This design comes from an exercise in tuning for small area and a short achievable clock period on the open sky130 flow, not from production work.
At most, simulation tests tie the RTL to the original design; equivalence was not proved.
Only the layout flow was run in run 6; the RTL was not checked for function there.

===== flow/flow/cts_args.txt =====
-sink_clustering_enable -repair_clock_nets -buf_list sky130_fd_sc_hd__clkbuf_8 -dont_use_dummy_load -sink_clustering_size 12 -sink_clustering_max_diameter 100

===== flow/constraint.sdc =====
create_clock -name core_clock -period 11.5 [get_ports {clk}]
set_input_delay 2.3000 -clock core_clock [delete_from_list [all_inputs] [get_ports {clk}]]
set_output_delay 2.3000 -clock core_clock [all_outputs]
set_load 0.01 [all_outputs]

===== flow/config.mk =====
export PLATFORM = sky130hd
export DESIGN_NAME = life_row_engine
export DESIGN_NICKNAME = life_row_engine
export VERILOG_FILES = /design/flow/design.v
export SDC_FILE = /design/flow/constraint.sdc
export NUM_CORES = 4
export LEC_CHECK = 0
export CAP_MARGIN = 5
export CORE_MARGIN = 2
export CORE_UTILIZATION = 40
export SLEW_MARGIN = 5
export SYNTH_HIERARCHICAL = 1

===== flow/flow/port_buffer.txt =====
sky130_fd_sc_hd__buf_1

===== flow/design.v =====
package life_pkg;
    localparam logic [8:0] CONWAY_BIRTH   = 9'b000001000;
    localparam logic [8:0] CONWAY_SURVIVE = 9'b000001100;
endpackage
module life_rule_cell (
    input  logic [1:0] s_l,
    input  logic [1:0] s_c,
    input  logic [1:0] s_r,
    input  logic       self,
    input  logic [8:0] birth_mask,
    input  logic [8:0] survive_mask,
    input  logic       birth8_n,      
    input  logic       birth0_n,      
    input  logic       survive8_n,    
    input  logic       survive0_n,    
    output logic       next
);
    logic t0, k1, x, y, t1, z, t2, t3;
    life_fa u_fa0 (.a(s_l[0]), .b(s_c[0]), .c(s_r[0]), .s(t0), .co(k1));
    life_fa u_fa1 (.a(s_l[1]), .b(s_c[1]), .c(s_r[1]), .s(x),  .co(y));
    life_ha u_ha0 (.a(x), .b(k1), .s(t1), .co(z));
    assign t2 = y ^ z;
    assign t3 = s_l[1] & s_c[1] & s_r[1] & k1;
    logic b0, s1, g0, g1, g2, g3;
    life_mux2i u_b0 (.d({birth8_n, birth0_n}),     .s(t3), .y(b0));
    life_mux2i u_s1 (.d({survive8_n, survive0_n}), .s(t3), .y(s1));
    life_mux4 u_g0 (.d({s1, survive_mask[7], birth_mask[1], b0}),                .s({self, t0}), .y(g0));
    life_mux4 u_g1 (.d({survive_mask[2:1], birth_mask[3:2]}),                    .s({self, t0}), .y(g1));
    life_mux4 u_g2 (.d({survive_mask[4:3], birth_mask[5:4]}),                    .s({self, t0}), .y(g2));
    life_mux4 u_g3 (.d({survive_mask[6:5], birth_mask[7:6]}),                    .s({self, t0}), .y(g3));
    life_mux4 u_m  (.d({g3, g2, g1, g0}),                                        .s({t2, t1}), .y(next));
endmodule
module life_fa (
    input  logic a,
    input  logic b,
    input  logic c,
    output logic s,
    output logic co
);
    assign s  = a ^ b ^ c;
    assign co = (a & b) | (a & c) | (b & c);
endmodule
module life_mux4 (
    input  logic [3:0] d,
    input  logic [1:0] s,
    output logic       y
);
    assign y = d[s];
endmodule
module life_mux2i (
    input  logic [1:0] d,
    input  logic       s,
    output logic       y
);
    assign y = !d[s];
endmodule
module life_ha (
    input  logic a,
    input  logic b,
    output logic s,
    output logic co
);
    assign s  = a ^ b;
    assign co = a & b;
endmodule
module life_popcount64 (
    input  logic [63:0] x,
    output logic [6:0] y
);
    logic s0, c0, s1, c1, s2, c2, s3, c3;
    logic s4, c4, s5, c5, s6, c6, s7, c7;
    logic s8, c8, s9, c9, s10, c10, s11, c11;
    logic s12, c12, s13, c13, s14, c14, s15, c15;
    logic s16, c16, s17, c17, s18, c18, s19, c19;
    logic s20, c20, s21, c21, s22, c22, s23, c23;
    logic s24, c24, s25, c25, s26, c26, s27, c27;
    logic s28, c28, s29, c29, s30, c30, s31, c31;
    logic s32, c32, s33, c33, s34, c34, s35, c35;
    logic s36, c36, s37, c37, s38, c38, s39, c39;
    logic s40, c40, s41, c41, s42, c42, s43, c43;
    logic s44, c44, s45, c45, s46, c46, s47, c47;
    logic s48, c48, s49, c49, s50, c50, s51, c51;
    logic s52, c52, s53, c53, s54, c54, s55, c55;
    logic s56, c56;
    logic [6:0] ya, yb;
    life_fa u0 (.a(x[0]), .b(x[10]), .c(x[11]), .s(s0), .co(c0));
    life_fa u1 (.a(x[12]), .b(x[13]), .c(x[14]), .s(s1), .co(c1));
    life_fa u2 (.a(x[15]), .b(x[16]), .c(x[17]), .s(s2), .co(c2));
    life_fa u3 (.a(x[18]), .b(x[19]), .c(x[1]), .s(s3), .co(c3));
    life_fa u4 (.a(x[20]), .b(x[21]), .c(x[22]), .s(s4), .co(c4));
    life_fa u5 (.a(x[23]), .b(x[24]), .c(x[25]), .s(s5), .co(c5));
    life_fa u6 (.a(x[26]), .b(x[27]), .c(x[28]), .s(s6), .co(c6));
    life_fa u7 (.a(x[29]), .b(x[2]), .c(x[30]), .s(s7), .co(c7));
    life_fa u8 (.a(x[31]), .b(x[32]), .c(x[33]), .s(s8), .co(c8));
    life_fa u9 (.a(x[34]), .b(x[35]), .c(x[36]), .s(s9), .co(c9));
    life_fa u10 (.a(x[37]), .b(x[38]), .c(x[39]), .s(s10), .co(c10));
    life_fa u11 (.a(x[3]), .b(x[40]), .c(x[41]), .s(s11), .co(c11));
    life_fa u12 (.a(x[42]), .b(x[43]), .c(x[44]), .s(s12), .co(c12));
    life_fa u13 (.a(x[45]), .b(x[46]), .c(x[47]), .s(s13), .co(c13));
    life_fa u14 (.a(x[48]), .b(x[49]), .c(x[4]), .s(s14), .co(c14));
    life_fa u15 (.a(x[50]), .b(x[51]), .c(x[52]), .s(s15), .co(c15));
    life_fa u16 (.a(x[53]), .b(x[54]), .c(x[55]), .s(s16), .co(c16));
    life_fa u17 (.a(x[56]), .b(x[57]), .c(x[58]), .s(s17), .co(c17));
    life_fa u18 (.a(x[59]), .b(x[5]), .c(x[60]), .s(s18), .co(c18));
    life_fa u19 (.a(x[61]), .b(x[62]), .c(x[63]), .s(s19), .co(c19));
    life_fa u20 (.a(x[6]), .b(x[7]), .c(x[8]), .s(s20), .co(c20));
    life_fa u21 (.a(x[9]), .b(s0), .c(s1), .s(s21), .co(c21));
    life_fa u22 (.a(s10), .b(s11), .c(s12), .s(s22), .co(c22));
    life_fa u23 (.a(s13), .b(s14), .c(s15), .s(s23), .co(c23));
    life_fa u24 (.a(s16), .b(s17), .c(s18), .s(s24), .co(c24));
    life_fa u25 (.a(s19), .b(s2), .c(s20), .s(s25), .co(c25));
    life_fa u26 (.a(s3), .b(s4), .c(s5), .s(s26), .co(c26));
    life_fa u27 (.a(s6), .b(s7), .c(s8), .s(s27), .co(c27));
    life_fa u28 (.a(s9), .b(s21), .c(s22), .s(s28), .co(c28));
    life_fa u29 (.a(s23), .b(s24), .c(s25), .s(s29), .co(c29));
    life_fa u30 (.a(s26), .b(s27), .c(s28), .s(s30), .co(c30));
    life_fa u31 (.a(c0), .b(c1), .c(c10), .s(s31), .co(c31));
    life_fa u32 (.a(c11), .b(c12), .c(c13), .s(s32), .co(c32));
    life_fa u33 (.a(c14), .b(c15), .c(c16), .s(s33), .co(c33));
    life_fa u34 (.a(c17), .b(c18), .c(c19), .s(s34), .co(c34));
    life_fa u35 (.a(c2), .b(c20), .c(c3), .s(s35), .co(c35));
    life_fa u36 (.a(c4), .b(c5), .c(c6), .s(s36), .co(c36));
    life_fa u37 (.a(c7), .b(c8), .c(c9), .s(s37), .co(c37));
    life_fa u38 (.a(c21), .b(c22), .c(c23), .s(s38), .co(c38));
    life_fa u39 (.a(c24), .b(c25), .c(c26), .s(s39), .co(c39));
    life_fa u40 (.a(c27), .b(s31), .c(s32), .s(s40), .co(c40));
    life_fa u41 (.a(s33), .b(s34), .c(s35), .s(s41), .co(c41));
    life_fa u42 (.a(s36), .b(s37), .c(c28), .s(s42), .co(c42));
    life_fa u43 (.a(c29), .b(s38), .c(s39), .s(s43), .co(c43));
    life_fa u44 (.a(s40), .b(s41), .c(c30), .s(s44), .co(c44));
    life_ha u45 (.a(s42), .b(s43), .s(s45), .co(c45));
    life_fa u46 (.a(c31), .b(c32), .c(c33), .s(s46), .co(c46));
    life_fa u47 (.a(c34), .b(c35), .c(c36), .s(s47), .co(c47));
    life_fa u48 (.a(c37), .b(c38), .c(c39), .s(s48), .co(c48));
    life_fa u49 (.a(c40), .b(c41), .c(s46), .s(s49), .co(c49));
    life_fa u50 (.a(s47), .b(c42), .c(c43), .s(s50), .co(c50));
    life_fa u51 (.a(s48), .b(s49), .c(c45), .s(s51), .co(c51));
    life_ha u52 (.a(c44), .b(s50), .s(s52), .co(c52));
    life_fa u53 (.a(c46), .b(c47), .c(c48), .s(s53), .co(c53));
    life_fa u54 (.a(c49), .b(c50), .c(s53), .s(s54), .co(c54));
    life_ha u55 (.a(c51), .b(c52), .s(s55), .co(c55));
    life_ha u56 (.a(c53), .b(c54), .s(s56), .co(c56));
    assign ya[0] = s29;
    assign yb[0] = s30;
    assign ya[1] = s45;
    assign yb[1] = s44;
    assign ya[2] = s52;
    assign yb[2] = s51;
    assign ya[3] = s54;
    assign yb[3] = s55;
    assign ya[4] = c55;
    assign yb[4] = s56;
    assign ya[5] = c56;
    assign yb[5] = 1'b0;
    assign ya[6] = 1'b0;
    assign yb[6] = 1'b0;
    assign y = ya + yb;
endmodule
module life_row_engine #(
    parameter int WIDTH  = 64,
    parameter int HEIGHT = 32,
    parameter int WRAP   = 0
) (
    input  logic                                 clk,
    input  logic                                 rst_n,
    input  logic                                 start,
    input  logic [8:0]                           birth_mask,
    input  logic [8:0]                           survive_mask,
    input  logic                                 in_valid,
    output logic                                 in_ready,
    input  logic [WIDTH-1:0]                     in_row,
    output logic                                 out_valid,
    input  logic                                 out_ready,
    output logic [WIDTH-1:0]                     out_row,
    output logic                                 out_last,
    output logic                                 busy,
    output logic                                 gen_done,
    output logic [$clog2(WIDTH*HEIGHT+1)-1:0]    alive_count,
    output logic                                 stable
);
    localparam int CW = $clog2(WIDTH*HEIGHT+1);
    localparam int RW = $clog2(HEIGHT);
    logic             st_fill, st_run, st_drain, st_last;
    logic [8:0]       birth_q, survive_q;
    logic             birth8_n, birth0_n, survive8_n, survive0_n;
    logic [WIDTH-1:0] prev_row, cur_row, below_row, new_row;
    logic [RW-1:0]    row_cnt;
    logic             pend;
    logic             rdy_base;
    logic             out_free, start_go, take_fill, load_run, load_drain, load, shift, last_row;
    assign rdy_base = st_fill | (st_run & !out_valid);
    life_ready u_ready (.run(st_run), .out_ready(out_ready), .base(rdy_base), .ready(in_ready));
    always_comb begin
        busy       = st_fill | st_run | st_drain | st_last;
        out_free   = !out_valid || out_ready;
        start_go   = !busy && start;
        take_fill  = st_fill && in_valid;
        load_run   = st_run && in_valid && out_free;
        load_drain = st_drain && out_free;
        load       = load_run | load_drain;
        shift      = take_fill | load;
        last_row   = (row_cnt == RW'(HEIGHT - 1));
        out_last   = st_last;    
    end
    always_ff @(posedge clk or negedge rst_n) begin
        if (!rst_n) begin
            st_fill   <= 1'b0;
            st_run    <= 1'b0;
            st_drain  <= 1'b0;
            st_last   <= 1'b0;
            row_cnt   <= '0;
            out_valid <= 1'b0;
            gen_done  <= 1'b0;
            pend      <= 1'b0;
        end else begin
            st_fill   <= start_go | (st_fill & !in_valid);
            st_run    <= take_fill | (st_run & !(load_run & last_row));
            st_drain  <= (load_run & last_row) | (st_drain & !out_free);
            st_last   <= load_drain | (st_last & !out_ready);
            gen_done  <= st_last & out_valid & out_ready;
            out_valid <= load | (out_valid & !out_ready);
            pend      <= load;
            if (take_fill | load_run) row_cnt <= row_cnt + RW'(1);
        end
    end
    always_ff @(posedge clk) begin
        if (start_go) begin
            birth_q    <= birth_mask;
            survive_q  <= survive_mask;
            birth8_n   <= !birth_mask[8];
            birth0_n   <= !birth_mask[0];
            survive8_n <= !survive_mask[8];
            survive0_n <= !survive_mask[0];
        end
        if (shift) prev_row <= cur_row;
        if (shift | !busy) cur_row <= below_row;
        if (load)  out_row  <= new_row;
    end
    assign below_row = (st_fill | st_run) ? in_row : '0;
    logic [1:0] col [WIDTH+2];
    assign col[0]       = 2'd0;
    assign col[WIDTH+1] = 2'd0;
    for (genvar j = 0; j < WIDTH; j++) begin : g_col
        life_fa u_col (.a(prev_row[j]), .b(cur_row[j]), .c(below_row[j]),
                       .s(col[j+1][0]), .co(col[j+1][1]));
    end
    for (genvar i = 0; i < WIDTH; i++) begin : g_cell
        life_rule_cell u_cell (
            .s_l (col[i]),
            .s_c (col[i+1]),
            .s_r (col[i+2]),
            .self(cur_row[i]),
            .birth_mask  (birth_q),
            .survive_mask(survive_q),
            .birth8_n    (birth8_n),
            .birth0_n    (birth0_n),
            .survive8_n  (survive8_n),
            .survive0_n  (survive0_n),
            .next(new_row[i])
        );
    end
    localparam int PW = $clog2(WIDTH + 1);
    logic [PW-1:0] out_pop, row_pop;
    logic          pend_q;
    logic [CW-1:0] alive_q;
    life_popcount64 u_pop (.x(out_row), .y(out_pop));
    assign alive_count = alive_q + CW'(row_pop & {PW{pend_q}});
    always_ff @(posedge clk) begin
        row_pop <= out_pop;
        pend_q  <= pend;
        if (start_go) begin
            alive_q <= '0;
            stable  <= 1'b1;
        end else begin
            alive_q <= alive_count;
            if (pend && out_row != prev_row) stable <= 1'b0;
        end
    end
endmodule
module life_ready (
    input  logic run,
    input  logic out_ready,
    input  logic base,
    output logic ready
);
    assign ready = (run & out_ready) | base;
endmodule

===== flow/standard.sh =====
#!/bin/bash
# synth_recipe.tcl (not shown) runs the flow's synth.tcl, then flattens the netlist and writes it again
# the make line also repeats each setting of config.mk as NAME=value (left out here)
make -C /OpenROAD-flow-scripts/flow DESIGN_CONFIG=/design/flow/config.mk WORK_HOME=/design/flow/orfs CLKGATE_MAP_FILE= SYNTH_SCRIPT=/design/flow/synth_recipe.tcl "${@:-finish}"

===== flow/flow/setup_margin.txt =====
6.5

===== flow/flow/run.sh =====
#!/bin/bash
# The standard synthesis and layout, with these changes to the layout steps:
# - the synthesized combinational cells start as the smallest cell of their kind
#   (flow/downsize.tcl), so that timing repair only grows the ones that need it;
# - the port buffers are the cell named in flow/port_buffer.txt;
# - timing repair aims for the setup slack in flow/setup_margin.txt;
# - clock tree synthesis takes the arguments in flow/cts_args.txt, if present.
set -uo pipefail
cd "$(dirname "$0")/.."
bash standard.sh synth > synth.log 2>&1 || exit 1
export PRE_FLOORPLAN_TCL="$(pwd)/flow/downsize.tcl"
export BUFFER_PORTS_ARGS="-buffer_cell $(cat flow/port_buffer.txt)"
export SETUP_SLACK_MARGIN=$(cat flow/setup_margin.txt)
if [[ -f flow/cts_args.txt ]]; then
  export CTS_ARGS="$(cat flow/cts_args.txt)"
fi
bash standard.sh > layout.log 2>&1

===== flow/flow/downsize.tcl =====
# Swap every combinational cell for the smallest-area cell of its kind (same function,
# another drive strength), so that timing repair only grows the cells whose paths
# need it.
set n_down 0
foreach inst [get_cells *] {
  set ref [get_property $inst ref_name]
  if {![regexp {^(sky130_fd_sc_hd__([a-z0-9]+))_([0-9]+)$} $ref -> base kind drive]} { continue }
  if {[regexp {^(e?df|sdf|dl|tap|fill|decap|conb|clk|dly|probe|lpflow)} $kind]} { continue }
  set best_area [get_property [get_lib_cells $ref] area]
  set best ""
  foreach lc [get_lib_cells -quiet ${base}_*] {
    set name [get_property $lc name]
    if {![regexp "^${base}_\[0-9\]+\$" $name]} { continue }
    set a [get_property $lc area]
    if {$a < $best_area - 1e-6} {
      set best_area $a
      set best $lc
    }
  }
  if {$best ne ""} {
    replace_cell $inst $best
    incr n_down
  }
}
puts "downsize.tcl: swapped $n_down cells for smaller ones"

==> impl_metrics.env, run 1 <==
export IMPL_antenna_found_initial=1
export IMPL_dp_cells=2404
export IMPL_fin_area_um2=26760
export IMPL_cts_buffers=25
export IMPL_htree_num_levels=1
export IMPL_dr_pass1_iters=5
export IMPL_slew_viol_final=0
export IMPL_drt_initial_drc_count=1726
export IMPL_path_class="in2out"
export IMPL_finalSetupTns_ns=0
export IMPL_wl_per_cell_um=33.36
export IMPL_hold_viol=0
export IMPL_hold_ws_ns=0.4727
export IMPL_clkTransAtPathRegs_ns=0.08
export IMPL_postRouteAntennaNets=0
export IMPL_max_freq_ghz=0.2010
export IMPL_wirelength_um=81290
export IMPL_required_ns=9.20
export IMPL_status="timing/DRC/antenna clean"
export IMPL_cts_buffer_depth=3
export IMPL_dr_total_vias=16490
export IMPL_min_period_over_period_pct=43.27
export IMPL_timing_slew_headroom_pct=21.65
export IMPL_ff_latch_area_um2=7028
export IMPL_fill_cells=5294
export IMPL_fp_dieH_um=251.6
export IMPL_cp_arrival_ns=2.68
export IMPL_cts_tree="done"
export IMPL_post_dp_cell_area_um2=26310
export IMPL_viasPerCell=6.767
export IMPL_grt_overflow_total=0
export IMPL_yosys_warnings=9
export IMPL_grt_pass1_vias=17770
export IMPL_cts_root_buffer="clkbuf_8"
export IMPL_synth_cells=1435
export IMPL_stdcell_count=2437
export IMPL_rrSetupSlack_ns=6.98
export IMPL_skew_ns=0.04785
export IMPL_cts_sinks=243
export IMPL_endpoint_kind="primary output"
export IMPL_start_util_pct=40.55
export IMPL_min_period_ns=4.975
export IMPL_cp_max_fo=4
export IMPL_grt_start_max_net_pins=65
export IMPL_grt_pass1_wl_um=120800
export IMPL_avgSynthCellArea_um2=17.09
export IMPL_worstMarginPinSlew_ns=1.175
export IMPL_drc=0
export IMPL_drive_gt1_share_pct=23.99
export IMPL_ios=169
export IMPL_io_buffers=168
export IMPL_start_kind="input pin"
export IMPL_num_antenna_cells=0
export IMPL_track_usage_pct=26.08
export IMPL_clk_latency_ns=0.65
export IMPL_ctsHoldBuffers=0
export IMPL_dieWidth_um=251.6
export IMPL_rsz0062_at_grt="no"
export IMPL_rows=90
export IMPL_min_path_type="reg2reg"
export IMPL_fp_dieArea_um2=63300
export IMPL_setup_viol_count_final=0
export IMPL_coreArea_um2=60470
export IMPL_fin_nets=2073
export IMPL_max_cap_violations=0
export IMPL_area_growth_pct=9.134
export IMPL_gp_congestion=0.8234
export IMPL_multi_input_comb_area_um2=17460
export IMPL_hpwl_um=49160
export IMPL_synth_area_um2=24520
-- critical path, stage by stage --
cell and delay, ns:
buf_6 0.10, a21o_1 0.14, buf_2 0.13
-- layer usage --
metal | vias up | track usage, % | wire length (um)
li1 | 6366 | - | -
met4 | 2 | 9.014 | 2837
met5 | - | 0 | 13
met3 | 191 | 5.540 | 7999
met1 | 8887 | 35.12 | 31150
met2 | 1044 | 42.17 | 39290
-- through the flow --
step,util [%],setup slack (ns)
2_1_floorplan,-,6.532
6_report,44.25,6.525
3_3_place_gp,43.51,6.111
3_5_place_dp,43.51,6.077
5_1_grt,44.25,6.494
4_1_cts,44.15,6.505
-- worst paths after layout --
| check | from | end | depth (start not counted) |
|---|---|---|---|
| worst max-delay path | out_ready | in_ready | 3 |
| worst min-delay path | row_cnt[3]$_DFFE_PN0P_ | row_cnt[3]$_DFFE_PN0P_ | 1 |
| worst max register to register | out_row[50]$_DFFE_PP_ | row_pop[6]$_DFF_P_ | 10 |
| worst min register to register | row_cnt[3]$_DFFE_PN0P_ | row_cnt[3]$_DFFE_PN0P_ | 1 |
| max in group asynchronous | rst_n | row_cnt[4]$_DFFE_PN0P_ | 1 |
| min in group asynchronous | rst_n | st_run$_DFF_PN0_ | 1 |
-- sequential cells by signal, indices dropped and copies added, names as in the netlist, 5 cells and up --
| name | count |
|---|---|
| alive_q | 12 |
| birth_q | 7 |
| cur_row | 64 |
| out_row | 64 |
| prev_row | 64 |
| row_cnt | 5 |
| row_pop | 7 |
| survive_q | 7 |
-- cell type report --
type	count	area share (%)
Multi-Input combinational cell	1169	65.26
Timing Repair Buffer	198	3.250
Clock buffer	25	1.286
Inverter	20	0.2805
Sequential cell	243	26.26
Tap cell	782	3.656
-- cells in the final DEF, fill, tap and decap left out, types with 3 or more instances in the layout --
master    instances
mux2_2            5
nor3_1            4
fa_1            246
buf_4            30
nor4_1            8
xor2_1           81
o21ai_1           3
nand3_1           4
nand4_1          16
xnor2_1          61
and4_1           64
nor2b_1          67
and2_0            9
dfrtp_1          12
edfxtp_1        210
inv_1            20
mux4_2          320
ha_1             81
a21o_1            6
buf_1           162
clkbuf_8         25
conb_1            6
dfxtp_1          20
mux2i_1         130
and2_1            6
buf_2             4
and3_1            4
o21ai_0           3
a21oi_1           8
nor2_1            7
nand2_1           6
-- timing repair --
action	4_1_cts	5_1_grt
buffers inserted	3	5
pin swaps	3	8
resized for setup	7	10
setup endpoints to repair	4	7
==> run 2, diff against run 1 <==
--- a/flow/config.mk
+++ b/flow/config.mk
@@ -5,8 +5,8 @@
 export SDC_FILE = /design/flow/constraint.sdc
 export NUM_CORES = 4
 export LEC_CHECK = 0
-export CAP_MARGIN = 5
+export CAP_MARGIN = 20
 export CORE_MARGIN = 2
-export CORE_UTILIZATION = 40
-export SLEW_MARGIN = 5
+export CORE_UTILIZATION = 55
+export SLEW_MARGIN = 20
 export SYNTH_HIERARCHICAL = 1
==> run 2 against run 1 <==
Sequential share of layout area grew 0.28 points. Non-clock buffer count fell by 2. Die area shrank 27%. Clock-buffer cell count shrank 1. Final area is 1.1% lower. Final cell count decreased by 7.9%.
==> impl_metrics.env, run 2 <==
export IMPL_wirelength_um=80370
export IMPL_fin_nets=2070
export IMPL_setup_viol_count_final=0
export IMPL_cts_buffer_depth=3
export IMPL_wl_met2_um=37600
export IMPL_setup_slack_ns=6.535
export IMPL_reg_largest_list="cur_row (64), out_row (64), prev_row (64)"
export IMPL_path_cells="buf_6, a21o_1, buf_2"
export IMPL_max_cap_violations=0
export IMPL_hold_ws_ns=0.4442
export IMPL_cts_buffers=24
export IMPL_cts_root_buffer="clkbuf_8"
export IMPL_required_ns=9.20
export IMPL_fp_dieH_um=215.1
export IMPL_grt_pass1_vias=17730
export IMPL_min_period_ns=4.965
export IMPL_gp_congestion=0.8265
export IMPL_cp_max_fo=4
export IMPL_mostFrequentLayoutCells="mux4_2 (320), fa_1 (246), edfxtp_1 (210)"
export IMPL_layout_commonest_cell="mux4_2"
export IMPL_reg2reg_depth=10
export IMPL_yosys_warnings=9
export IMPL_cp_depth=3
export IMPL_ctsHoldBuffers=0
export IMPL_top_layer="met4"
export IMPL_start_kind="input pin"
export IMPL_area_growth_pct=7.976
export IMPL_hold_depth=0
export IMPL_clkTransAtPathRegs_ns=0.08
export IMPL_dieWidth_um=215.1
export IMPL_worstMarginPinSlew_ns=1.180
export IMPL_slowest_stage="a21o_1"
export IMPL_avgSynthCellArea_um2=17.09
export IMPL_fill_cells=3501
export IMPL_slew_viol_final=0
export IMPL_min_path_type="reg2reg"
export IMPL_ios=169
export IMPL_critPathMaxStageDelay_ns=0.14
export IMPL_timing_slew_headroom_pct=21.31
export IMPL_rsz0062_at_grt="no"
export IMPL_crit_buf_inv=2
export IMPL_post_dp_cell_area_um2=26100
export IMPL_synth_area_um2=24520
export IMPL_multi_input_comb_area_um2=17450
export IMPL_drt_met1_wl_um=30480
export IMPL_drt_initial_drc_count=1716
export IMPL_hold_viol=0
export IMPL_cp_arrival_ns=2.66
export IMPL_fp_dieArea_um2=46290
export IMPL_io_buffers=168
export IMPL_ff_latch_area_um2=7028
export IMPL_coreArea_um2=44120
export IMPL_skew_ns=0.04418
export IMPL_fin_area_um2=26480
export IMPL_dr_total_vias=16550
export IMPL_status="timing/DRC/antenna clean"
export IMPL_path_class="in2out"
export IMPL_viasPerCell=7.373
export IMPL_htree_num_levels=1
export IMPL_dr_pass1_iters=5
export IMPL_endpoint_kind="primary output"
export IMPL_min_period_over_period_pct=43.17
export IMPL_postRouteAntennaNets=0
export IMPL_rows=77
export IMPL_clk_latency_ns=0.64
export IMPL_antenna_found_initial=0
export IMPL_place_ws_ns=6.167
export IMPL_max_freq_ghz=0.2014
export IMPL_hpwl_um=47710
export IMPL_grt_overflow_total=0
export IMPL_grt_start_max_net_pins=65
export IMPL_route_met3_wl_um=8814
export IMPL_drc=0
export IMPL_cts_sinks=243
export IMPL_cts_tree="done"
export IMPL_cp_top_family="buffers and inverters"
export IMPL_start_util_pct=55.57
export IMPL_grt_pass1_wl_um=119300
export IMPL_num_antenna_cells=0
export IMPL_track_usage_pct=35.67
export IMPL_synth_cells=1435
export IMPL_finalSetupTns_ns=0
export IMPL_wl_per_cell_um=35.82
export IMPL_drive_gt1_share_pct=23.61
run 2: path summary, 6_finish.rpt:
check | slack, ns | to | start
max | 6.54 | in_ready | out_ready
min | 0.44 | pend_q$_DFF_P_ | pend$_DFF_PN0_
max reg2reg | 6.84 | row_pop[4]$_DFF_P_ | out_row[4]$_DFFE_PP_
min reg2reg | 0.44 | pend_q$_DFF_P_ | pend$_DFF_PN0_
max in group asynchronous | 9.36 | st_drain$_DFF_PN0_ | rst_n
min in group asynchronous | 1.69 | row_cnt[4]$_DFFE_PN0P_ | rst_n
run 2: routing by layer:
metal,global-route usage [%],vias to the layer above
met4,13.54,0
li1,-,6367
met3,7.728,205
met2,55.16,1037
met5,0,-
met1,50.30,8936
run 2: timing repair:
item / in CTS / in global routing
buffers inserted: 1 / 2
hold endpoints to repair: 0 / 0
gates resized for setup: 4 / 9
pin swaps: 2 / 4
setup endpoints to repair: 5 / 8
run 2: worst register-to-register path, delay by kind of cell (launching register included):
family	cells	cell delay, ns
DFF	1	0.70
adders and majority gates	8	3.46
AOI/OAI and AO/OA	1	0.27
and+or+nand+nor	1	0.11
run 2: layout make-up:
cell class,count,share of cell area (%)
inverters,20,0.2836
flip-flops and latches,243,26.55
multi-input cells,1169,65.91
repair buffers,196,3.218
well taps,592,2.798
clock buffers,24,1.248
run 2: through the flow:
| stage | utilization, % | instances |
|---|---|---|
| final | 60.00 | 2244 |
| after global routing | 60.00 | 2244 |
| after CTS | 59.93 | 2242 |
| after detailed placement | 59.14 | 2217 |
| after global placement | 59.14 | 2217 |
| after floorplan | - | 1440 |
==> run 3, diff against run 2 <==
--- a/flow/config.mk
+++ b/flow/config.mk
@@ -7,6 +7,6 @@
 export LEC_CHECK = 0
 export CAP_MARGIN = 20
 export CORE_MARGIN = 2
-export CORE_UTILIZATION = 55
+export CORE_UTILIZATION = 65
 export SLEW_MARGIN = 20
 export SYNTH_HIERARCHICAL = 1
==> run 3 against run 2 <==
Critical path type unchanged. Clock skew up 0.020 ns. Register-to-register slack better by 0.15 ns.
==> impl_metrics.env, run 3 <==
export IMPL_rows=71
export IMPL_wl_per_cell_um=34.93
export IMPL_wirelength_um=75530
export IMPL_yosys_warnings=9
export IMPL_drt_initial_drc_count=1648
export IMPL_viasPerCell=7.648
export IMPL_max_cap_violations=0
export IMPL_cts_buffers=24
export IMPL_max_freq_ghz=0.2013
export IMPL_timing_slew_headroom_pct=21.97
export IMPL_crit_buf_inv=2
export IMPL_path_class="in2out"
export IMPL_fill_cells=2502
export IMPL_rsz0062_at_grt="yes"
export IMPL_fin_area_um2=26370
export IMPL_r2r_start="out_row[4]$_DFFE_PP_"
export IMPL_min_period_ns=4.967
export IMPL_gp_congestion=0.8740
export IMPL_grt_overflow_total=0
export IMPL_drc=0
export IMPL_cts_root_buffer="clkbuf_8"
export IMPL_htree_num_levels=1
export IMPL_cp_top_family="buffers and inverters"
export IMPL_worstHoldStart="pend$_DFF_PN0_"
export IMPL_cts_tree="done"
export IMPL_drive_gt1_share_pct=23.62
export IMPL_clkTransAtPathRegs_ns=0.08
export IMPL_setup_viol_count_final=0
export IMPL_area_growth_pct=7.537
export IMPL_grt_pass1_wl_um=112400
export IMPL_finalSetupTns_ns=0
export IMPL_track_usage_pct=40.10
export IMPL_worstMarginPinSlew_ns=1.170
export IMPL_clk_latency_ns=0.63
export IMPL_cts_sinks=243
export IMPL_layout_commonest_cell="mux4_2"
export IMPL_fp_dieArea_um2=39290
export IMPL_ios=169
export IMPL_post_dp_cell_area_um2=25980
export IMPL_min_period_over_period_pct=43.19
export IMPL_antenna_found_initial=0
export IMPL_io_buffers=168
export IMPL_fin_nets=2069
export IMPL_start_kind="input pin"
export IMPL_mostFrequentLayoutCells="mux4_2 (320), fa_1 (246), edfxtp_1 (210)"
export IMPL_reg_largest_list="cur_row (64), out_row (64), prev_row (64)"
export IMPL_dr_pass1_iters=7
export IMPL_endpoint_kind="primary output"
export IMPL_cp_startpoint="out_ready"
export IMPL_num_antenna_cells=0
export IMPL_postRouteAntennaNets=0
export IMPL_grt_pass1_vias=17480
export IMPL_synth_cells=1435
export IMPL_status="timing/DRC/antenna clean"
export IMPL_path_cells="buf_6, a21o_1, buf_2"
export IMPL_dr_total_vias=16540
export IMPL_slowest_stage="a21o_1"
export IMPL_avgSynthCellArea_um2=17.09
export IMPL_synth_area_um2=24520
export IMPL_cp_arrival_ns=2.67
export IMPL_required_ns=9.20
export IMPL_cts_buffer_depth=3
export IMPL_hold_viol=0
export IMPL_grt_start_max_net_pins=65
export IMPL_fp_dieH_um=198.2
export IMPL_critPathMaxStageDelay_ns=0.14
export IMPL_start_util_pct=65.56
export IMPL_min_path_type="reg2reg"
export IMPL_skew_ns=0.06407
export IMPL_hpwl_um=44490
export IMPL_slew_viol_final=0
export IMPL_coreArea_um2=37400
export IMPL_dieWidth_um=198.2
export IMPL_cp_max_fo=4
-- run 3: layout make-up --
type | count | area, um2 | area share, %
tap | 511 | 639.4 | 2.425
inverter | 20 | 75.07 | 0.2847
multi-input combinational | 1169 | 17450 | 66.18
timing repair buffer | 195 | 845.8 | 3.208
sequential | 243 | 7028 | 26.65
clock buffer | 24 | 330.3 | 1.253
-- run 3: stage by stage --
| stage | cells | hold WS, ns | utilization, % | setup slack (ns) |
|---|---|---|---|---|
| after global routing | 2162 | 0.4310 | 70.50 | 6.456 |
| after CTS | 2160 | 0.4120 | 70.42 | 6.507 |
| final | 2162 | 0.4161 | 70.50 | 6.533 |
| after detailed placement | 2134 | 0.3879 | 69.47 | 6.128 |
| after floorplan | 1440 | 0.3479 | - | 6.532 |
| after global placement | 2134 | 0.3887 | 69.47 | 6.193 |
-- run 3: worst paths after layout --
check / to / slack (ns) / cells after the start
worst min-delay path: pend_q$_DFF_P_ / 0.42 / 0
max in group asynchronous: st_run$_DFF_PN0_ / 9.31 / 1
worst min register to register: pend_q$_DFF_P_ / 0.42 / 0
min in group asynchronous: gen_done$_DFF_PN0_ / 1.69 / 1
worst max register to register: row_pop[4]$_DFF_P_ / 6.99 / 10
worst max-delay path: in_ready / 6.53 / 3
-- run 3: timing repair --
| action | 4_1_cts | 5_1_grt |
|---|---|---|
| hold buffers | 0 | 0 |
| buffers inserted | 2 | 2 |
| resized for setup | 6 | 8 |
| endpoints found under the setup margin | 5 | 9 |
| pin swaps | 3 | 2 |
| endpoints found under the hold margin | 0 | 0 |
-- run 3: worst reg2reg max path, stage by stage (launching register included) --
cell and delay [ns]:
edfxtp_1 0.59, fa_1 0.52, fa_1 0.54, fa_1 0.49
fa_1 0.45, fa_1 0.40, fa_1 0.41, ha_1 0.29
ha_1 0.32, a21boi_0 0.25, nor2_1 0.09
-- run 3: per-layer routing --
| metal | GRT usage, % | wire [um] | up-vias | share of wire [%] |
|---|---|---|---|---|
| met5 | 0 | 0 | - | 0 |
| met4 | 16.21 | 3461 | 0 | 4.6 |
| met3 | 9.777 | 10180 | 227 | 13 |
| met2 | 61.47 | 35330 | 1363 | 47 |
| met1 | 56.25 | 26550 | 8578 | 35 |
| li1 | - | - | 6367 | - |
==> run 4, diff against run 3 <==
--- a/flow/config.mk
+++ b/flow/config.mk
@@ -7,6 +7,6 @@
 export LEC_CHECK = 0
 export CAP_MARGIN = 20
 export CORE_MARGIN = 2
-export CORE_UTILIZATION = 65
+export CORE_UTILIZATION = 40
 export SLEW_MARGIN = 20
 export SYNTH_HIERARCHICAL = 1
==> run 4 against run 3 <==
Sequential share of layout area decreased by 0.39 points. Non-clock buffer count is 3 higher. Final area rose by 1.5%. Still clean. Synthesized cell count is the same. Fmax decreased by 0.17%. Register-to-register slack is essentially flat. Worst hold slack better by 0.057 ns. Clock skew fell by 0.016 ns. Setup slack lost 0.0086 ns. Global-route usage shrank 14 points.
==> impl_metrics.env, run 4 <==
export IMPL_status="timing/DRC/antenna clean"
export IMPL_hpwl_um=49160
export IMPL_cts_buffers=25
export IMPL_required_ns=9.20
export IMPL_skew_ns=0.04785
export IMPL_reg2reg_depth=10
export IMPL_timing_slew_headroom_pct=21.65
export IMPL_hold_ws_ns=0.4727
export IMPL_gp_congestion=0.8234
export IMPL_synth_cells=1435
export IMPL_drive_gt1_share_pct=23.99
export IMPL_wirelength_um=81290
export IMPL_dieWidth_um=251.6
export IMPL_fp_dieArea_um2=63300
export IMPL_r2r_end="row_pop[6]$_DFF_P_"
export IMPL_layout_commonest_cell="mux4_2"
export IMPL_hold_viol=0
export IMPL_fin_area_um2=26760
export IMPL_crit_end="in_ready"
export IMPL_cts_tree="done"
export IMPL_coreArea_um2=60470
export IMPL_slew_viol_final=0
export IMPL_viasPerCell=6.767
export IMPL_fp_dieH_um=251.6
export IMPL_max_freq_ghz=0.2010
export IMPL_reg_largest_list="cur_row (64), out_row (64), prev_row (64)"
export IMPL_cp_max_fo=4
export IMPL_setup_viol_count_final=0
export IMPL_min_period_over_period_pct=43.27
export IMPL_cp_arrival_ns=2.68
export IMPL_rows=90
export IMPL_ios=169
export IMPL_dr_pass1_iters=5
export IMPL_rsz0062_at_grt="no"
export IMPL_worstMarginPinSlew_ns=1.175
export IMPL_yosys_warnings=9
export IMPL_cts_root_buffer="clkbuf_8"
export IMPL_dp_cells=2404
export IMPL_cp_startpoint="out_ready"
export IMPL_grt_pass1_wl_um=120800
export IMPL_r2r_start="out_row[50]$_DFFE_PP_"
export IMPL_path_class="in2out"
export IMPL_antenna_found_initial=1
export IMPL_grt_pass1_vias=17770
export IMPL_wl_per_cell_um=33.36
export IMPL_endpoint_kind="primary output"
export IMPL_grt_start_max_net_pins=65
export IMPL_num_antenna_cells=0
export IMPL_track_usage_pct=26.08
export IMPL_clk_latency_ns=0.65
export IMPL_post_dp_cell_area_um2=26310
export IMPL_fin_nets=2073
export IMPL_drt_initial_drc_count=1726
export IMPL_worstHoldStart="row_cnt[3]$_DFFE_PN0P_"
export IMPL_rrSetupSlack_ns=6.98
export IMPL_mostFrequentLayoutCells="mux4_2 (320), fa_1 (246), edfxtp_1 (210)"
export IMPL_clkTransAtPathRegs_ns=0.08
export IMPL_cts_sinks=243
export IMPL_io_buffers=168
export IMPL_htree_num_levels=1
export IMPL_start_util_pct=40.55
export IMPL_min_period_ns=4.975
export IMPL_max_cap_violations=0
export IMPL_postRouteAntennaNets=0
export IMPL_dr_total_vias=16490
export IMPL_start_kind="input pin"
export IMPL_cts_buffer_depth=3
export IMPL_synth_area_um2=24520
export IMPL_avgSynthCellArea_um2=17.09
export IMPL_finalSetupTns_ns=0
export IMPL_min_path_type="reg2reg"
export IMPL_stdcell_count=2437
export IMPL_area_growth_pct=9.134
export IMPL_drc=0
export IMPL_ctsHoldBuffers=0
export IMPL_grt_overflow_total=0
==> run 4: worst min path at each step <==
stage                                         to  slack, ns  cells after the start
after floorplan                   pend_q$_DFF_P_       0.35                      0
after global placement            pend_q$_DFF_P_       0.42                      0
after detailed placement          pend_q$_DFF_P_       0.41                      0
after CTS                         pend_q$_DFF_P_       0.46                      0
after global routing              pend_q$_DFF_P_       0.47                      0
final                     row_cnt[3]$_DFFE_PN0P_       0.47                      1
==> run 4: area by class of cell <==
type | instances | area, um2
tap | 782 | 978.4
fill | 5294 | 33710
inverter | 20 | 75.07
timing repair buffer | 198 | 869.6
sequential | 243 | 7028
multi-input combinational | 1169 | 17460
clock buffer | 25 | 344.1
==> run 4: critical path, stage by stage <==
cell and delay [ns]:
buf_6 0.10, a21o_1 0.14, buf_2 0.13
==> run 4: layer usage <==
| metal | wire length (um) | up-vias | GRT usage [%] |
|---|---|---|---|
| met5 | 13 | - | 0 |
| met4 | 2837 | 2 | 9.014 |
| met3 | 7999 | 191 | 5.540 |
| met2 | 39290 | 1044 | 42.17 |
| met1 | 31150 | 8887 | 35.12 |
| li1 | - | 6366 | - |
==> run 4: repair_timing <==
action	CTS	global route
setup buffers	3	5
pin swaps	3	8
resized for setup	7	10
setup endpoints to repair	4	7
==> run 4: through the flow <==
stage	utilization, %	worst slack, ns
after CTS	44.15	6.505
after global placement	43.51	6.111
after global routing	44.25	6.494
after floorplan	-	6.532
after detailed placement	43.51	6.077
final	44.25	6.525
==> run 5, diff against run 4 <==
--- a/flow/design.v
+++ b/flow/design.v
@@ -9,21 +9,16 @@
     input  logic       self,
     input  logic [8:0] birth_mask,
     input  logic [8:0] survive_mask,
-    input  logic       birth8_n,      
-    input  logic       birth0_n,      
-    input  logic       survive8_n,    
-    input  logic       survive0_n,    
+    input  logic       b0,            
+    input  logic       s1,            
     output logic       next
 );
-    logic t0, k1, x, y, t1, z, t2, t3;
+    logic t0, k1, x, y, t1, z, t2;
     life_fa u_fa0 (.a(s_l[0]), .b(s_c[0]), .c(s_r[0]), .s(t0), .co(k1));
     life_fa u_fa1 (.a(s_l[1]), .b(s_c[1]), .c(s_r[1]), .s(x),  .co(y));
     life_ha u_ha0 (.a(x), .b(k1), .s(t1), .co(z));
     assign t2 = y ^ z;
-    assign t3 = s_l[1] & s_c[1] & s_r[1] & k1;
-    logic b0, s1, g0, g1, g2, g3;
-    life_mux2i u_b0 (.d({birth8_n, birth0_n}),     .s(t3), .y(b0));
-    life_mux2i u_s1 (.d({survive8_n, survive0_n}), .s(t3), .y(s1));
+    logic g0, g1, g2, g3;
     life_mux4 u_g0 (.d({s1, survive_mask[7], birth_mask[1], b0}),                .s({self, t0}), .y(g0));
     life_mux4 u_g1 (.d({survive_mask[2:1], birth_mask[3:2]}),                    .s({self, t0}), .y(g1));
     life_mux4 u_g2 (.d({survive_mask[4:3], birth_mask[5:4]}),                    .s({self, t0}), .y(g2));
@@ -244,6 +239,22 @@
         life_fa u_col (.a(prev_row[j]), .b(cur_row[j]), .c(below_row[j]),
                        .s(col[j+1][0]), .co(col[j+1][1]));
     end
+    localparam int NSH = (WIDTH - 2) / 3 + 1;
+    logic [NSH-1:0] b0_sh, s1_sh;
+    logic [WIDTH-1:0] b0_c, s1_c;
+    for (genvar k = 0; k < NSH; k++) begin : g_sh
+        life_mux2i u_b0 (.d({birth8_n, birth0_n}),     .s(col[3*k+2][1]), .y(b0_sh[k]));
+        life_mux2i u_s1 (.d({survive8_n, survive0_n}), .s(col[3*k+2][1]), .y(s1_sh[k]));
+    end
+    for (genvar i = 0; i < WIDTH; i++) begin : g_sel
+        if (i / 3 < NSH && 3 * (i / 3) + 1 <= WIDTH - 1 && i <= 3 * (i / 3) + 2) begin : g_shared
+            assign b0_c[i] = b0_sh[i / 3];
+            assign s1_c[i] = s1_sh[i / 3];
+        end else begin : g_edge
+            assign b0_c[i] = !birth0_n;
+            assign s1_c[i] = !survive0_n;
+        end
+    end
     for (genvar i = 0; i < WIDTH; i++) begin : g_cell
         life_rule_cell u_cell (
             .s_l (col[i]),
@@ -252,10 +263,8 @@
             .self(cur_row[i]),
             .birth_mask  (birth_q),
             .survive_mask(survive_q),
-            .birth8_n    (birth8_n),
-            .birth0_n    (birth0_n),
-            .survive8_n  (survive8_n),
-            .survive0_n  (survive0_n),
+            .b0          (b0_c[i]),
+            .s1          (s1_c[i]),
             .next(new_row[i])
         );
     end
--- a/flow/config.mk
+++ b/flow/config.mk
@@ -7,6 +7,6 @@
 export LEC_CHECK = 0
 export CAP_MARGIN = 20
 export CORE_MARGIN = 2
-export CORE_UTILIZATION = 40
+export CORE_UTILIZATION = 55
 export SLEW_MARGIN = 20
 export SYNTH_HIERARCHICAL = 1
==> run 5 against run 4 <==
Clock skew is 0.0016 ns higher. Clock-buffer cell count is 1 lower. Utilization is 16 points higher. Critical path type unchanged. Fmax is 0.17% higher. First-iteration DRC count is 1.3% higher. Register-to-register slack better by 0.07 ns.
==> impl_metrics.env, run 5 <==
export IMPL_avgSynthCellArea_um2=17.95
export IMPL_path_class="in2out"
export IMPL_drt_initial_drc_count=1748
export IMPL_grt_start_max_net_pins=65
export IMPL_cts_root_buffer="clkbuf_8"
export IMPL_slowest_stage="a21o_1"
export IMPL_cts_buffers=24
export IMPL_viasPerCell=7.286
export IMPL_cp_arrival_ns=2.67
export IMPL_path_cells="buf_6, a21o_1, buf_2"
export IMPL_cp_top_family="buffers and inverters"
export IMPL_drc=0
export IMPL_worstMarginPinSlew_ns=1.141
export IMPL_num_antenna_cells=0
export IMPL_start_util_pct=55.46
export IMPL_rows=75
export IMPL_wirelength_um=72910
export IMPL_finalSetupTns_ns=0
export IMPL_clk_latency_ns=0.61
export IMPL_critPathMaxStageDelay_ns=0.14
export IMPL_reg_largest_list="cur_row (64), out_row (64), prev_row (64)"
export IMPL_cts_sinks=243
export IMPL_min_path_type="reg2reg"
export IMPL_hpwl_um=44180
export IMPL_grt_overflow_total=0
export IMPL_clkTransAtPathRegs_ns=0.07
export IMPL_crit_buf_inv=2
export IMPL_drive_gt1_share_pct=25.77
export IMPL_htree_num_levels=1
export IMPL_dr_pass1_iters=5
export IMPL_min_period_over_period_pct=43.19
export IMPL_endpoint_kind="primary output"
export IMPL_track_usage_pct=34.57
export IMPL_setup_viol_count_final=0
export IMPL_start_kind="input pin"
export IMPL_status="timing/DRC/antenna clean"
export IMPL_yosys_warnings=9
export IMPL_place_ws_ns=6.206
export IMPL_setup_slack_ns=6.533
export IMPL_area_growth_pct=8.004
export IMPL_layout_commonest_cell="mux4_2"
export IMPL_required_ns=9.20
export IMPL_fp_dieH_um=209.0
export IMPL_cp_max_fo=4
export IMPL_coreArea_um2=41670
export IMPL_max_freq_ghz=0.2013
export IMPL_cts_tree="done"
export IMPL_synth_area_um2=23110
export IMPL_timing_slew_headroom_pct=23.96
export IMPL_fin_area_um2=24960
export IMPL_gp_congestion=0.8629
export IMPL_hold_ws_ns=0.4599
export IMPL_post_dp_cell_area_um2=24590
export IMPL_mostFrequentLayoutCells="mux4_2 (320), fa_1 (246), edfxtp_1 (210)"
export IMPL_grt_pass1_wl_um=108300
export IMPL_ios=169
export IMPL_grt_pass1_vias=15910
export IMPL_io_buffers=168
export IMPL_synth_cells=1287
export IMPL_dieWidth_um=209.0
export IMPL_hold_viol=0
export IMPL_max_cap_violations=0
export IMPL_postRouteAntennaNets=0
export IMPL_rsz0062_at_grt="no"
export IMPL_dr_total_vias=14840
export IMPL_fin_nets=1916
export IMPL_skew_ns=0.04950
export IMPL_slew_viol_final=0
export IMPL_cts_buffer_depth=3
export IMPL_wl_per_cell_um=35.79
export IMPL_fp_dieArea_um2=43670
export IMPL_antenna_found_initial=0
export IMPL_min_period_ns=4.967
run 5: repair_timing:
| action | 4_1_cts | 5_1_grt |
|---|---|---|
| hold buffers | 0 | 0 |
| gates resized for setup | 3 | 9 |
| gates cloned | 0 | 0 |
| setup endpoints to repair | 4 | 8 |
| buffers inserted | 1 | 1 |
| pin swaps | 2 | 3 |
run 5: worst paths after layout:
path / cells after the start / to / slack (ns) / startpoint
setup / recovery: 3 / in_ready / 6.53 / out_ready
hold / removal: 0 / pend_q$_DFF_P_ / 0.46 / pend$_DFF_PN0_
setup reg to reg: 10 / row_pop[6]$_DFF_P_ / 7.05 / out_row[46]$_DFFE_PP_
hold reg to reg: 0 / pend_q$_DFF_P_ / 0.46 / pend$_DFF_PN0_
max in group asynchronous: 1 / pend$_DFF_PN0_ / 9.33 / rst_n
min in group asynchronous: 1 / st_last$_DFF_PN0_ / 1.71 / rst_n
run 5: through the flow:
| stage | instances | util (%) |
|---|---|---|
| floorplan | 1290 | - |
| global placement | 2011 | 59.01 |
| detailed placement | 2011 | 59.01 |
| CTS | 2036 | 59.83 |
| global route | 2037 | 59.89 |
| finish | 2037 | 59.89 |
run 5: routing by layer:
metal | GRT usage, % | wire (um) | up-vias
met5 | 0 | 0 | -
met3 | 7.650 | 8358 | 191
met2 | 54.37 | 34620 | 1036
li1 | - | - | 5681
met4 | 10.79 | 2572 | 0
met1 | 49.04 | 27370 | 7933
run 5: layout make-up:
| cell class | count | area [um2] |
|---|---|---|
| Clock buffer | 24 | 330.3 |
| Fill cell | 3254 | 16710 |
| Inverter | 22 | 82.58 |
| Multi-Input combinational cell | 1017 | 16020 |
| Sequential cell | 243 | 7028 |
| Tap cell | 539 | 674.4 |
| Timing Repair Buffer | 192 | 823.3 |
==> run 6, diff against run 5 <==
--- a/flow/design.v
+++ b/flow/design.v
@@ -3,27 +3,33 @@
     localparam logic [8:0] CONWAY_SURVIVE = 9'b000001100;
 endpackage
 module life_rule_cell (
-    input  logic [1:0] s_l,
-    input  logic [1:0] s_c,
-    input  logic [1:0] s_r,
-    input  logic       self,
+    input  logic [1:0] s_l_n,
+    input  logic [1:0] s_c_n,
+    input  logic [1:0] s_r_n,
+    input  logic       self_n,
     input  logic [8:0] birth_mask,
     input  logic [8:0] survive_mask,
-    input  logic       b0,            
-    input  logic       s1,            
+    input  logic       birth8_n,      
+    input  logic       birth0_n,      
+    input  logic       survive8_n,    
+    input  logic       survive0_n,    
     output logic       next
 );
-    logic t0, k1, x, y, t1, z, t2;
-    life_fa u_fa0 (.a(s_l[0]), .b(s_c[0]), .c(s_r[0]), .s(t0), .co(k1));
-    life_fa u_fa1 (.a(s_l[1]), .b(s_c[1]), .c(s_r[1]), .s(x),  .co(y));
-    life_ha u_ha0 (.a(x), .b(k1), .s(t1), .co(z));
-    assign t2 = y ^ z;
-    logic g0, g1, g2, g3;
-    life_mux4 u_g0 (.d({s1, survive_mask[7], birth_mask[1], b0}),                .s({self, t0}), .y(g0));
-    life_mux4 u_g1 (.d({survive_mask[2:1], birth_mask[3:2]}),                    .s({self, t0}), .y(g1));
-    life_mux4 u_g2 (.d({survive_mask[4:3], birth_mask[5:4]}),                    .s({self, t0}), .y(g2));
-    life_mux4 u_g3 (.d({survive_mask[6:5], birth_mask[7:6]}),                    .s({self, t0}), .y(g3));
-    life_mux4 u_m  (.d({g3, g2, g1, g0}),                                        .s({t2, t1}), .y(next));
+    logic t0_n, k1_n, x_n, y_n, t1, z, t2, t3;
+    life_fa u_fa0 (.a(s_l_n[0]), .b(s_c_n[0]), .c(s_r_n[0]), .s(t0_n), .co(k1_n));
+    life_fa u_fa1 (.a(s_l_n[1]), .b(s_c_n[1]), .c(s_r_n[1]), .s(x_n),  .co(y_n));
+    life_xor2  u_t1 (.a(x_n), .b(k1_n), .y(t1));
+    life_nor2  u_z  (.a(x_n), .b(k1_n), .y(z));
+    life_xnor2 u_t2 (.a(y_n), .b(z), .y(t2));
+    life_nor4  u_t3 (.a(s_l_n[1]), .b(s_c_n[1]), .c(s_r_n[1]), .d(k1_n), .y(t3));
+    logic b0, s1, g0, g1, g2, g3;
+    life_mux2i u_b0 (.d({birth8_n, birth0_n}),     .s(t3), .y(b0));
+    life_mux2i u_s1 (.d({survive8_n, survive0_n}), .s(t3), .y(s1));
+    life_mux4 u_g0 (.d({b0, birth_mask[1], survive_mask[7], s1}),             .s({self_n, t0_n}), .y(g0));
+    life_mux4 u_g1 (.d({birth_mask[2], birth_mask[3], survive_mask[1], survive_mask[2]}), .s({self_n, t0_n}), .y(g1));
+    life_mux4 u_g2 (.d({birth_mask[4], birth_mask[5], survive_mask[3], survive_mask[4]}), .s({self_n, t0_n}), .y(g2));
+    life_mux4 u_g3 (.d({birth_mask[6], birth_mask[7], survive_mask[5], survive_mask[6]}), .s({self_n, t0_n}), .y(g3));
+    life_mux4 u_m  (.d({g3, g2, g1, g0}),                                     .s({t2, t1}), .y(next));
 endmodule
 module life_fa (
     input  logic a,
@@ -34,6 +40,18 @@
 );
     assign s  = a ^ b ^ c;
     assign co = (a & b) | (a & c) | (b & c);
+endmodule
+module life_xor2 (input logic a, input logic b, output logic y);
+    assign y = a ^ b;
+endmodule
+module life_xnor2 (input logic a, input logic b, output logic y);
+    assign y = !(a ^ b);
+endmodule
+module life_nor2 (input logic a, input logic b, output logic y);
+    assign y = !(a | b);
+endmodule
+module life_nor4 (input logic a, input logic b, input logic c, input logic d, output logic y);
+    assign y = !(a | b | c | d);
 endmodule
 module life_mux4 (
     input  logic [3:0] d,
@@ -178,7 +196,7 @@
     logic             st_fill, st_run, st_drain, st_last;
     logic [8:0]       birth_q, survive_q;
     logic             birth8_n, birth0_n, survive8_n, survive0_n;
-    logic [WIDTH-1:0] prev_row, cur_row, below_row, new_row;
+    logic [WIDTH-1:0] prev_row_n, cur_row_n, below_row_n, new_row;
     logic [RW-1:0]    row_cnt;
     logic             pend;
     logic             rdy_base;
@@ -227,44 +245,30 @@
             survive8_n <= !survive_mask[8];
             survive0_n <= !survive_mask[0];
         end
-        if (shift) prev_row <= cur_row;
-        if (shift | !busy) cur_row <= below_row;
+        if (shift) prev_row_n <= cur_row_n;
+        if (shift | !busy) cur_row_n <= below_row_n;
         if (load)  out_row  <= new_row;
     end
-    assign below_row = (st_fill | st_run) ? in_row : '0;
-    logic [1:0] col [WIDTH+2];
-    assign col[0]       = 2'd0;
-    assign col[WIDTH+1] = 2'd0;
+    assign below_row_n = ~(in_row & {WIDTH{st_fill | st_run}});
+    logic [1:0] col_n [WIDTH+2];
+    assign col_n[0]       = 2'b11;
+    assign col_n[WIDTH+1] = 2'b11;
     for (genvar j = 0; j < WIDTH; j++) begin : g_col
-        life_fa u_col (.a(prev_row[j]), .b(cur_row[j]), .c(below_row[j]),
-                       .s(col[j+1][0]), .co(col[j+1][1]));
-    end
-    localparam int NSH = (WIDTH - 2) / 3 + 1;
-    logic [NSH-1:0] b0_sh, s1_sh;
-    logic [WIDTH-1:0] b0_c, s1_c;
-    for (genvar k = 0; k < NSH; k++) begin : g_sh
-        life_mux2i u_b0 (.d({birth8_n, birth0_n}),     .s(col[3*k+2][1]), .y(b0_sh[k]));
-        life_mux2i u_s1 (.d({survive8_n, survive0_n}), .s(col[3*k+2][1]), .y(s1_sh[k]));
-    end
-    for (genvar i = 0; i < WIDTH; i++) begin : g_sel
-        if (i / 3 < NSH && 3 * (i / 3) + 1 <= WIDTH - 1 && i <= 3 * (i / 3) + 2) begin : g_shared
-            assign b0_c[i] = b0_sh[i / 3];
-            assign s1_c[i] = s1_sh[i / 3];
-        end else begin : g_edge
-            assign b0_c[i] = !birth0_n;
-            assign s1_c[i] = !survive0_n;
-        end
+        life_fa u_col (.a(prev_row_n[j]), .b(cur_row_n[j]), .c(below_row_n[j]),
+                       .s(col_n[j+1][0]), .co(col_n[j+1][1]));
     end
     for (genvar i = 0; i < WIDTH; i++) begin : g_cell
         life_rule_cell u_cell (
-            .s_l (col[i]),
-            .s_c (col[i+1]),
-            .s_r (col[i+2]),
-            .self(cur_row[i]),
+            .s_l_n (col_n[i]),
+            .s_c_n (col_n[i+1]),
+            .s_r_n (col_n[i+2]),
+            .self_n(cur_row_n[i]),
             .birth_mask  (birth_q),
             .survive_mask(survive_q),
-            .b0          (b0_c[i]),
-            .s1          (s1_c[i]),
+            .birth8_n    (birth8_n),
+            .birth0_n    (birth0_n),
+            .survive8_n  (survive8_n),
+            .survive0_n  (survive0_n),
             .next(new_row[i])
         );
     end
@@ -282,7 +286,7 @@
             stable  <= 1'b1;
         end else begin
             alive_q <= alive_count;
-            if (pend && out_row != prev_row) stable <= 1'b0;
+            if (pend && (out_row ^ prev_row_n) != '1) stable <= 1'b0;
         end
     end
 endmodule
--- a/flow/config.mk
+++ b/flow/config.mk
@@ -7,6 +7,6 @@
 export LEC_CHECK = 0
 export CAP_MARGIN = 20
 export CORE_MARGIN = 2
-export CORE_UTILIZATION = 55
+export CORE_UTILIZATION = 40
 export SLEW_MARGIN = 20
 export SYNTH_HIERARCHICAL = 1
==> run 6 against run 5 <==
Worst hold slack worse by 0.055 ns. Critical path depth is the same. Final cell count is 23% higher. Sequential cell count stayed put. Final area is 9.4% higher. Non-clock buffer count rose by 1. Die area increased by 43%. Clock skew shrank 0.029 ns.
==> impl_metrics.env, run 6 <==
export IMPL_clk_latency_ns=0.63
export IMPL_grt_start_max_net_pins=66
export IMPL_wl_per_cell_um=33.05
export IMPL_start_util_pct=40.25
export IMPL_layout_commonest_cell="mux4_2"
export IMPL_rrSetupSlack_ns=6.89
export IMPL_min_period_over_period_pct=43.26
export IMPL_rsz0062_at_grt="yes"
export IMPL_start_kind="input pin"
export IMPL_postRouteAntennaNets=0
export IMPL_cts_buffer_depth=3
export IMPL_cts_root_buffer="clkbuf_8"
export IMPL_crit_buf_inv=2
export IMPL_rows=90
export IMPL_min_path_type="reg2reg"
export IMPL_hold_depth=0
export IMPL_fp_dieH_um=250.0
export IMPL_setup_viol_count_final=0
export IMPL_critPathMaxStageDelay_ns=0.15
export IMPL_fp_dieArea_um2=62490
export IMPL_slowest_stage="a21o_1"
export IMPL_synth_area_um2=24200
export IMPL_endpoint_kind="primary output"
export IMPL_hold_viol=0
export IMPL_max_cap_violations=0
export IMPL_avgSynthCellArea_um2=16.12
export IMPL_ios=169
export IMPL_path_class="in2out"
export IMPL_r2r_end="out_row[2]$_DFFE_PP_"
export IMPL_viasPerCell=6.702
export IMPL_cts_tree="done"
export IMPL_grt_pass1_vias=17780
export IMPL_dieWidth_um=250.0
export IMPL_grt_overflow_total=0
export IMPL_synth_cells=1501
export IMPL_status="timing/DRC/antenna clean"
export IMPL_finalSetupTns_ns=0
export IMPL_worstMarginPinSlew_ns=1.205
export IMPL_mostFrequentLayoutCells="mux4_2 (320), fa_1 (246), edfxtp_1 (210)"
export IMPL_min_period_ns=4.975
export IMPL_slew_viol_final=0
export IMPL_cp_top_family="buffers and inverters"
export IMPL_dr_pass1_iters=5
export IMPL_ctsHoldBuffers=0
export IMPL_htree_num_levels=1
export IMPL_grt_pass1_wl_um=121400
export IMPL_drt_initial_drc_count=1719
export IMPL_use_met3_pct=5.371
export IMPL_wirelength_um=82530
export IMPL_reg2reg_depth=9
export IMPL_cp_max_fo=2
export IMPL_yosys_warnings=9
export IMPL_area_growth_pct=12.78
export IMPL_r2r_start="st_run$_DFF_PN0_"
export IMPL_path_cells="buf_6, a21o_1, buf_2"
export IMPL_cts_sinks=243
export IMPL_clkTransAtPathRegs_ns=0.10
export IMPL_track_usage_pct=26.69
export IMPL_cts_buffers=24
export IMPL_antenna_found_initial=0
export IMPL_hold_end="pend_q$_DFF_P_"
export IMPL_worstHoldStart="pend$_DFF_PN0_"
export IMPL_drive_gt1_share_pct=26.31
export IMPL_skew_ns=0.02090
export IMPL_grt_use_met1_pct=36.42
export IMPL_dr_total_vias=16730
export IMPL_timing_slew_headroom_pct=19.64
export IMPL_gr_usage_met2_pct=43.24
export IMPL_cp_arrival_ns=2.68
export IMPL_hpwl_um=50140
export IMPL_io_buffers=168
export IMPL_busiest_layer="met2"
export IMPL_fin_nets=2068
export IMPL_gp_congestion=0.8766
export IMPL_required_ns=9.20
export IMPL_coreArea_um2=60130
export IMPL_hold_ws_ns=0.4045
export IMPL_reg_largest_list="cur_row_n (64), out_row (64), prev_row_n (64)"
export IMPL_drc=0
export IMPL_max_freq_ghz=0.2010
## run 6: worst max-delay path by stage
stage	start	endpoint	slack, ns	cells after the start
floorplan	in_row[1]	out_row[1]$_DFFE_PP_	6.50	7
detailed placement	in_row[35]	out_row[36]$_DFFE_PP_	6.02	8
global placement	in_row[35]	out_row[36]$_DFFE_PP_	6.13	8
global route	st_run$_DFF_PN0_	busy	6.49	5
CTS	pend_q$_DFF_P_	alive_count[8]	6.50	9
finish	out_ready	in_ready	6.52	3
## run 6: area by class of cell
cell class	count	area, um2
Timing Repair Buffer	193	830.8
Clock buffer	24	330.3
Inverter	20	75.07
Multi-Input combinational cell	1234	18050
Fill cell	5308	32840
Antenna cell	1	2.502
Tap cell	782	978.4
Sequential cell	243	7028
## run 6: worst register-to-register path, stage by stage, from the launching register on
cell and delay (ns):
dfrtp_1 0.44, or2_2 0.14, buf_4 0.76, nand2_1 0.45, fa_1 0.65, fa_1 0.50
nor4_4 0.32, mux2i_1 0.13, mux4_2 0.52, mux4_2 0.46
## run 6: repair_timing
action                                  in CTS  in global routing
endpoints found under the setup margin       4                  8
pin swaps                                    2                  4
gates resized for setup                      6                  8
setup buffers                                2                  1
## run 6: metal layers
metal / routed length [um] / vias up / part of all wire (%)
met3: 8215 / 188 / 10
met5: 0 / - / 0
li1: - / 6497 / -
met4: 2718 / 0 / 3.3
met1: 31940 / 8962 / 39
met2: 39650 / 1087 / 48
## run 6: stage by stage
step | utilization (%) | setup WS, ns | area (um2) | cells
after floorplan | - | 6.501 | 25150 | 1506
after global placement | 44.74 | 6.126 | 26900 | 2469
after detailed placement | 44.74 | 6.022 | 26900 | 2469
after CTS | 45.34 | 6.502 | 27260 | 2495
after global routing | 45.39 | 6.495 | 27290 | 2496
final | 45.39 | 6.525 | 27290 | 2497

-- re-timing with driven ports --
How much do the figures lean on ideal ports? The routed layouts below were timed once more, with nothing changed but the port constraints. Step 1 assumes that a clkbuf_16 drives the clock port and a buf_2 every other input. Step 2 also shifts input and output timing later by t, the mid clock arrival at the registers, as if the neighbouring blocks saw the same clock. Slacks: ideal / step 1 / step 2; pairs: ideal / step 1.
run	shift t [ns]	setup slack, ns	worst data-port slew with drivers (ns)
run 1	0.680	6.525 / 6.491 / 6.028	0.05
run 2	0.671	6.535 / 6.502 / 6.109	0.05
run 3	0.644	6.533 / 6.500 / 6.100	0.05
run 4	0.680	6.525 / 6.491 / 6.028	0.05
run 5	0.643	6.533 / 6.500 / 6.219	0.05
run 6	0.684	6.525 / 6.489 / 6.013	0.06
After both steps every run listed still meets setup and hold. The setup slack of run 6, which loses most, moves by -0.036 ns with the drivers and by -0.512 ns with both steps.
